This is an optimization exercise on Yosys and OpenROAD, whose aim is small area, a short achievable clock period and few clock cycles per item, not a production implementation. The RTL was checked by simulation tests, not by an equivalence proof against the original design.

Design circular_alpha_mask_premultiply_unit, start of the top module:
module circular_alpha_mask_premultiply_unit (
  input  logic        clk,
  input  logic        rst_n,
  input  logic        cfg_we,
  input  logic [11:0] cfg_wdata,
  input  logic        in_valid,
  output logic        in_stall,
  input  logic [11:0] in_pos_x,
  input  logic [11:0] in_pos_y,
  input  logic [7:0]  in_blue_in,
  input  logic [7:0]  in_green_in,
  input  logic [7:0]  in_red_in,
  input  logic [7:0]  in_alpha_in,
  output logic        out_valid,
  input  logic        out_stall,
  output logic [7:0]  out_blue_out,
  output logic [7:0]  out_green_out,
  output logic [7:0]  out_red_out,
  output logic [7:0]  out_alpha_out,
  output logic [1:0]  out_region
);
For scale: roughly 870 flip-flops, roughly 110 I/O pins.
Settings: LEC_CHECK=0, CAP_MARGIN=20, CORE_MARGIN=2, CORE_UTILIZATION=60, CTS_CLUSTER_DIAMETER=100, CTS_CLUSTER_SIZE=24, SETUP_SLACK_MARGIN=3.8, SLEW_MARGIN=20, TNS_END_PERCENT=5; clock period 7.5 ns.
run.sh (not shown) runs the stock make flow with config.mk's settings and CLKGATE_MAP_FILE= SYNTH_SCRIPT=/design/flow/synth_recipe.tcl, a recipe that flattens the netlist after the stock synthesis.
Testbench counts at the start, summed over its fixed seeds: cycles 12,400, items 12,288.
Next try:
- CTS_CLUSTER_DIAMETER: 100 -> 110
- CTS_CLUSTER_SIZE: 24 -> 30
- TNS_END_PERCENT: 5 -> default
Result: Wire length went up by 1.6%. Cell count climbs by 0.71%. Core utilization went up by 0.62 points. Die area stays the same.
Next try:
- CTS_CLUSTER_DIAMETER: 110 -> default
- CTS_CLUSTER_SIZE: 30 -> default
- SETUP_SLACK_MARGIN: 3.8 -> 4.0
=> The new run went through all stages and came out clean. Critical path depth fell by 1. Final area rose by 6.1%. Clock-buffer cell count rose by 73. Setup slack is better by 0.018 ns.
Next try:
- CTS_CLUSTER_DIAMETER: default -> 100
- CTS_CLUSTER_SIZE: default -> 24
- SETUP_SLACK_MARGIN: 4.0 -> 3.4
The changed run ran to the end with no violations. Cell count is lower by about 5%. Global-route usage is lower by 1.9 points. Setup slack got worse by 0.27 ns. Cell area is lower by 9.2%. Worst hold slack improved by 0.010 ns. Synthesized area stays the same. Die area is unchanged. Via count is lower by 5.6%.
Next try:
- SETUP_SLACK_MARGIN: 3.4 -> 3.7
=>
- via count climbs by 1.3%
- clock-buffer cell count drops by 11
- fmax climbs by about 7%
- synthesized area is unchanged
Next try:
- CORE_UTILIZATION: 60 -> 70
- PLACE_DENSITY: default -> 0.75
- SETUP_SLACK_MARGIN: 3.7 -> 3.8
After rerunning: The new run went through all stages and came out clean. Synthesized cell count does not change. Synthesized area is unchanged. Routed wire length is higher by 4.1%. Setup slack is worse by 0.18 ns. Worst hold slack hardly moves. Utilization is higher by 13 points.

---

job 102:
circular_alpha_mask_premultiply_unit, a different RTL version from the one above (not shown whole).
Size: about 5300 cells after synthesis, roughly 870 flip-flops, about 110 I/O pins, ~59000 um2 of cells after synthesis.
make LEC_CHECK=0 CAP_MARGIN=20 CORE_MARGIN=2 CORE_UTILIZATION=60 CTS_CLUSTER_DIAMETER=100 CTS_CLUSTER_SIZE=24 SETUP_SLACK_MARGIN=3.7 SLEW_MARGIN=20 finish   # period 7.5 ns
Job 102: no failed stages, no open violations at the end
Testbench counts of job 102, summed over its fixed seeds: cycles 12,400, items 12,288.
Relative to job 102, the following input files were edited for job 105:
Settings: swapping 3.7 for 3.75 in SETUP_SLACK_MARGIN.
--- outcome ---
Clock-buffer cell count came out exactly the same in job 102 and job 105.
Looking at job 102 and job 105, the fraction of area in multi-input gates is a wash.
Changes observed in job 105 relative to job 102: utilization went up by 0.37 points; number of setup buffers added after CTS up 29; ratio of final minimum period to clock period fell 0.46 points.
Compare job 102 and job 105 | depth of the worst register-to-register path lower: job 102
Diff job 102 -> job 105 | number of DRC markers in iteration 0 | up by more than 10%
Job 105: post-layout instance area 360 um2 above job 102
The faster design of the two is job 105; job 102 tops out lower.
Job 105 vs job 102, critical path startpoint: an_c8 vs rb2[10]

---

== v38 ==
circular_alpha_mask_premultiply_unit with an RTL version that a note above also has.
Size in the first run: ~870 flip-flops, roughly 58,000 µm² of cells after synthesis.
clock: 7.5 ns
lec_check: 0
cap_margin: 5
core_margin: 2
core_utilization: 60
setup_slack_margin: 3.8
slew_margin: 5
Looking at the reports, v38 completed the entire flow and the layout it produced met the timing, DRC and antenna checks.
Testbench counts of v38, summed over its fixed seeds: cycles 12,400, items 12,288.
The inputs of v2 differ from those of v38 as listed below.
# v38
export LEC_CHECK = 0
export CAP_MARGIN = 5
export CORE_MARGIN = 2
export CORE_UTILIZATION = 60
export SETUP_SLACK_MARGIN = 3.8
export SLEW_MARGIN = 5
create_clock -name core_clock -period 7.5 [get_ports {clk}]
# v2
export LEC_CHECK = 0
export CAP_MARGIN = 20
export CORE_MARGIN = 2
export CORE_UTILIZATION = 60
export CTS_CLUSTER_DIAMETER = 100
export CTS_CLUSTER_SIZE = 24
export SETUP_SLACK_MARGIN = 3.9
export SLEW_MARGIN = 20
create_clock -name core_clock -period 7.5 [get_ports {clk}]
## What came out
- Between v38 and v2, the difference in flop-to-flop setup slack is negligible.
- Diff v38..v2 | fraction of registers with async set or reset after synthesis | negligible
- Every run in the comparison, v38 and v2, completed the flow with a clean layout.
- Compared with v38, in v2 met2 demand-to-capacity share in global routing shrank by 0.47 points; multi-input combinational area share went up; number of DRC markers after the initial detailed-route iteration went up by 48.
### v2 -> v22
# v2
export LEC_CHECK = 0
export CAP_MARGIN = 20
export CORE_MARGIN = 2
export CORE_UTILIZATION = 60
export CTS_CLUSTER_DIAMETER = 100
export CTS_CLUSTER_SIZE = 24
export SETUP_SLACK_MARGIN = 3.9
export SLEW_MARGIN = 20
create_clock -name core_clock -period 7.5 [get_ports {clk}]
# v22
export LEC_CHECK = 0
export CAP_MARGIN = 20
export CORE_MARGIN = 2
export CORE_UTILIZATION = 60
export SETUP_SLACK_MARGIN = 3.8
export SLEW_MARGIN = 20
create_clock -name core_clock -period 7.5 [get_ports {clk}]
Notes after the runs:
v22 has final period utilization below what v2 had.
In the metrics for v22 and v2, the one carrying the lower last weighted congestion value of the routability-driven placer is v22.
Relative to v2, the final cell area reported for v22 is lower.
Diff v22..v2 | area enclosed by the die boundary | unchanged
Relative to v2, number of H-tree levels has gone up in v22.
Taking v2 as the reference, in v22 register fraction of the total cell area +0.29 points; cell count ~0 delta; cell depth of the worst flop-to-flop path -6; aggregate routed wire length -1.5%.
Of v22 and v2, v22 shows the lower number of antenna violations at the first check in global routing, with v2 above it.

re-timing with driven ports:
Ports are ideal in the flow. The routed layouts listed here were re-timed in OpenROAD.
Step 1 (the two cells are an assumption about what drives the block):
set clk [get_ports {clk}]
set_driving_cell -lib_cell sky130_fd_sc_hd__clkbuf_16 $clk
set_driving_cell -lib_cell sky130_fd_sc_hd__buf_2 [delete_from_list [all_inputs] $clk]
Step 2 moves the port delays by t, midway between the first and last clock arrival at a register: inputs arrive t later, outputs are due t later. That takes back most of the time a late clock gives input paths.
Three values: ideal, step 1, step 2; two values: the first two.
| run | t, ns | setup slack, ns | worst hold slack (ns) |
|---|---|---|---|
| the first run of note 1 | 0.718 | 3.707 / 3.707 / 3.079 | 0.418 / 0.418 / 0.418 |
| the second run of note 1 | 0.712 | 3.734 / 3.734 / 3.335 | 0.415 / 0.415 / 0.415 |
| the third run of note 1 | 0.762 | 3.751 / 3.751 / 3.479 | 0.405 / 0.405 / 0.405 |
| the fourth run of note 1 | 0.716 | 3.481 / 3.458 / 2.936 | 0.415 / 0.415 / 0.415 |
| the fifth run of note 1 | 0.729 | 3.746 / 3.746 / 3.207 | 0.414 / 0.414 / 0.414 |
| the sixth run of note 1 | 0.704 | 3.568 / 3.568 / 3.326 | 0.413 / 0.413 / 0.413 |
| job 102 | 0.718 | 3.660 / 3.660 / 3.381 | 0.411 / 0.411 / 0.411 |
| job 105 | 0.720 | 3.695 / 3.695 / 3.392 | 0.408 / 0.408 / 0.408 |
| v38 | 0.739 | 3.748 / 3.748 / 3.395 | 0.410 / 0.410 / 0.410 |
| v2 | 0.734 | 3.734 / 3.734 / 3.487 | 0.413 / 0.413 / 0.413 |
| v22 | 0.739 | 3.748 / 3.748 / 3.395 | 0.410 / 0.410 / 0.410 |
After both steps setup and hold are still met in every run listed. The setup slack of the first run of note 1, which loses most, moves by 0.000 ns with the drivers and by -0.628 ns with both steps.
